What follows belongs to an exercise in optimizing a design on an open flow for small area, a short achievable clock period and few clock cycles; a production flow would make more cautious choices. Only simulation tests tie the RTL to the original design; equivalence was not proved. Power figures rest on the tool's default switching activity, not on a simulated workload.

==> job 5683: inputs <==
// sp_top
module sp_top
(
	input  logic         clk,
	input  logic         rst_n,
	input  sp_pkg::series_beat_t in_beat,
	input  sp_pkg::sp_mode_t     in_mode,
	output sp_pkg::series_beat_t out_beat
);
	localparam logic [2:0] LAST = 3'(6 - 1);
	logic v1;
	logic [2:0] cnt1;
	logic [7:0] idx1;
	logic sgn1;
	logic [8:0] u1;
	logic [8:0] u_in;
	sp_pkg::sp_mode_t mode_r;
	always_ff @(posedge clk or negedge rst_n) begin
		if (!rst_n) begin
			v1 <= 1'b0;
			cnt1 <= '0;
		end else begin
			v1 <= in_beat.valid;
			if (in_beat.valid)
				cnt1 <= (cnt1 == LAST) ? '0 : cnt1 + 3'd1;
		end
	end
	assign u_in = in_beat.data + 9'd1;
	always_ff @(posedge clk) begin
		sgn1 <= u_in[8];
		idx1 <= u_in[7:0] ^ {8{u_in[8]}};
		if (in_beat.valid && cnt1 == '0)
			mode_r <= in_mode;
	end
	logic v2;
	logic idle;
	logic from_in;
	logic sort_nx;
	logic [8:0] u_nx;
	logic [8:0] w_nx;
	logic [8:0] u2;
	logic [9:0] q2;
	logic [8:0] inv1;
	assign idle = (cnt1 == '0) && !v1;
	assign from_in = idle || !mode_r.inv_en;
	assign sort_nx = idle ? in_mode.sort_en : mode_r.sort_en;
	logic [8:0] t1;
	assign u1 = {sgn1, idx1 ^ {8{sgn1}}};
	inv_table tab_inst (
		.i7(idx1[7]), .i6(idx1[6]), .i5(idx1[5]), .i4(idx1[4]),
		.i3(idx1[3]), .i2(idx1[2]), .i1(idx1[1]), .i0(idx1[0]),
		.t8(t1[8]), .t7(t1[7]), .t6(t1[6]), .t5(t1[5]), .t4(t1[4]),
		.t3(t1[3]), .t2(t1[2]), .t1(t1[1]), .t0(t1[0])
	);
	assign inv1 = t1 ^ {9{sgn1}};
	assign u_nx = from_in ? u_in : u1;
	assign w_nx = from_in ? u_in : inv1;
	always_ff @(posedge clk or negedge rst_n) begin
		if (!rst_n)
			v2 <= 1'b0;
		else if (idle)
			v2 <= in_beat.valid && !in_mode.inv_en;
		else
			v2 <= mode_r.inv_en ? v1 : in_beat.valid;
	end
	always_ff @(posedge clk) begin
		u2 <= u_nx;
		q2 <= sort_nx ? {1'b0, w_nx} : {w_nx, 1'b0};
	end
	logic [2:0] k3;
	logic dr;
	logic sort;
	logic sh;
	logic last_in;
  ...
Settings: LEC_CHECK=0, CAP_MARGIN=20, CORE_MARGIN=2, CORE_UTILIZATION=40, PLACE_DENSITY=0.45, SLEW_MARGIN=20, SYNTH_HIERARCHICAL=1; clock period 10.0 ns.
standard.sh (not shown) runs the stock make flow with config.mk's settings and CLKGATE_MAP_FILE= SYNTH_SCRIPT=/design/flow/synth_recipe.tcl, a recipe that flattens the netlist after the stock synthesis.
==> flow/flow/run.sh <==
#!/bin/bash
set -o pipefail
export SETUP_SLACK_MARGIN=6.7
bash standard.sh > standard.log 2>&1
==> job 2344 (differences from job 5683) <==
==> flow/flow/run.sh (replaced) <==
#!/bin/bash
# Layout: the standard flow (standard.sh) with two changes to how the
# layout is made; the SDC, so the clock period and I/O constraints, is
# the standard flow's own and unchanged.
#  1. Synthesis is the standard script except that the inverse table
#     (module inv_table) is mapped by ABC for area (flow/lut_area.script)
#     before the standard ABC call maps the rest. Registers are untouched.
#  2. ORFS's timing repair aims at slack beyond the design's period, so
#     that it sizes up the longest paths.
# Usage: bash flow/run.sh [make target]   (default finish)
set -euo pipefail
here=$(pwd)
target=${1:-finish}

# synthesis script: synth_recipe.tcl sourcing a copy of ORFS's synth.tcl
# with one extra ABC call for the table module
sed "/^ *log_cmd abc {\*}\$abc_args/i\\
  log_cmd abc -script $here/flow/lut_area.script {*}[lrange \$abc_args 2 end] inv_table" \
  "$FLOW_HOME/scripts/synth.tcl" > "$here/synth_lut.tcl"
grep -q "lut_area.script" "$here/synth_lut.tcl"
sed "s#\$::env(SCRIPTS_DIR)/synth.tcl#$here/synth_lut.tcl#" "$here/synth_recipe.tcl" > "$here/synth_recipe_lut.tcl"
grep -q "synth_lut.tcl" "$here/synth_recipe_lut.tcl"

# run the synth target with that script, then the standard flow on top
make_cmd=$(grep -m1 '^make -C' "$here/standard.sh" | sed -e "s#SYNTH_SCRIPT=[^ ]*#SYNTH_SCRIPT=$here/synth_recipe_lut.tcl#" -e 's#"\${@:-finish}"##')
eval "$make_cmd synth" > "$here/synth_lut.log" 2>&1

export SETUP_SLACK_MARGIN=6.7
bash "$here/standard.sh" "$target" > "$here/standard.log" 2>&1
==> flow/flow/lut_area.script (new file) <==
strash
&get -n
&dch -f
&nf -R 1000
&put
==> summary of the runs <==
- Sequential cell count is the same in job 2344 and job 5683.
- Sequential share of layout area: job 5683 is lower than job 2344 (1.4 points).
- Job 5683 completed without violations. Job 2344 finished clean.
- Count of clock-buffer cells in the layout is the same in job 5683 and job 2344.
- In job 5683 the total power is higher than in job 2344, by about 5.6%.
Testbench counts of job 5683, summed over its fixed seeds: cycles 6,624.
Testbench counts of job 2344, summed over its fixed seeds: cycles 6,624.

==> afterwards: timing with drivers on the ports <==
The results above use ideal ports. As a check the final layouts listed here were re-extracted and re-timed, cells and wires unchanged.
Step 1: set_driving_cell puts a clkbuf_16 on clk and a buf_2 on each other input, an assumption about the parent block.
Step 2 moves the port delays by t, midway between the first and last clock arrival at a register: inputs arrive t later, outputs are due t later. That takes back most of the time a late clock gives input paths.
Slacks: no drivers / after step 1 / after step 2; pairs: no drivers / after step 1.
| run | shift t [ns] | setup WS [ns] | hold WS [ns] | clock arrival spread, ns | slew at the worst register clock pin (ns) |
|---|---|---|---|---|---|
| job 5683 | 0.475 | 6.682 / 6.682 / 6.310 | 0.407 / 0.407 / 0.407 | 0.025 / 0.025 | 0.09 / 0.09 |
| job 2344 | 0.465 | 6.708 / 6.700 / 6.323 | 0.416 / 0.416 / 0.416 | 0.017 / 0.017 | 0.07 / 0.07 |
After both steps every run listed still meets setup and hold. For job 2344, which loses most, drivers alone change the setup slack by -0.008 ns; drivers and shift together by -0.385 ns.
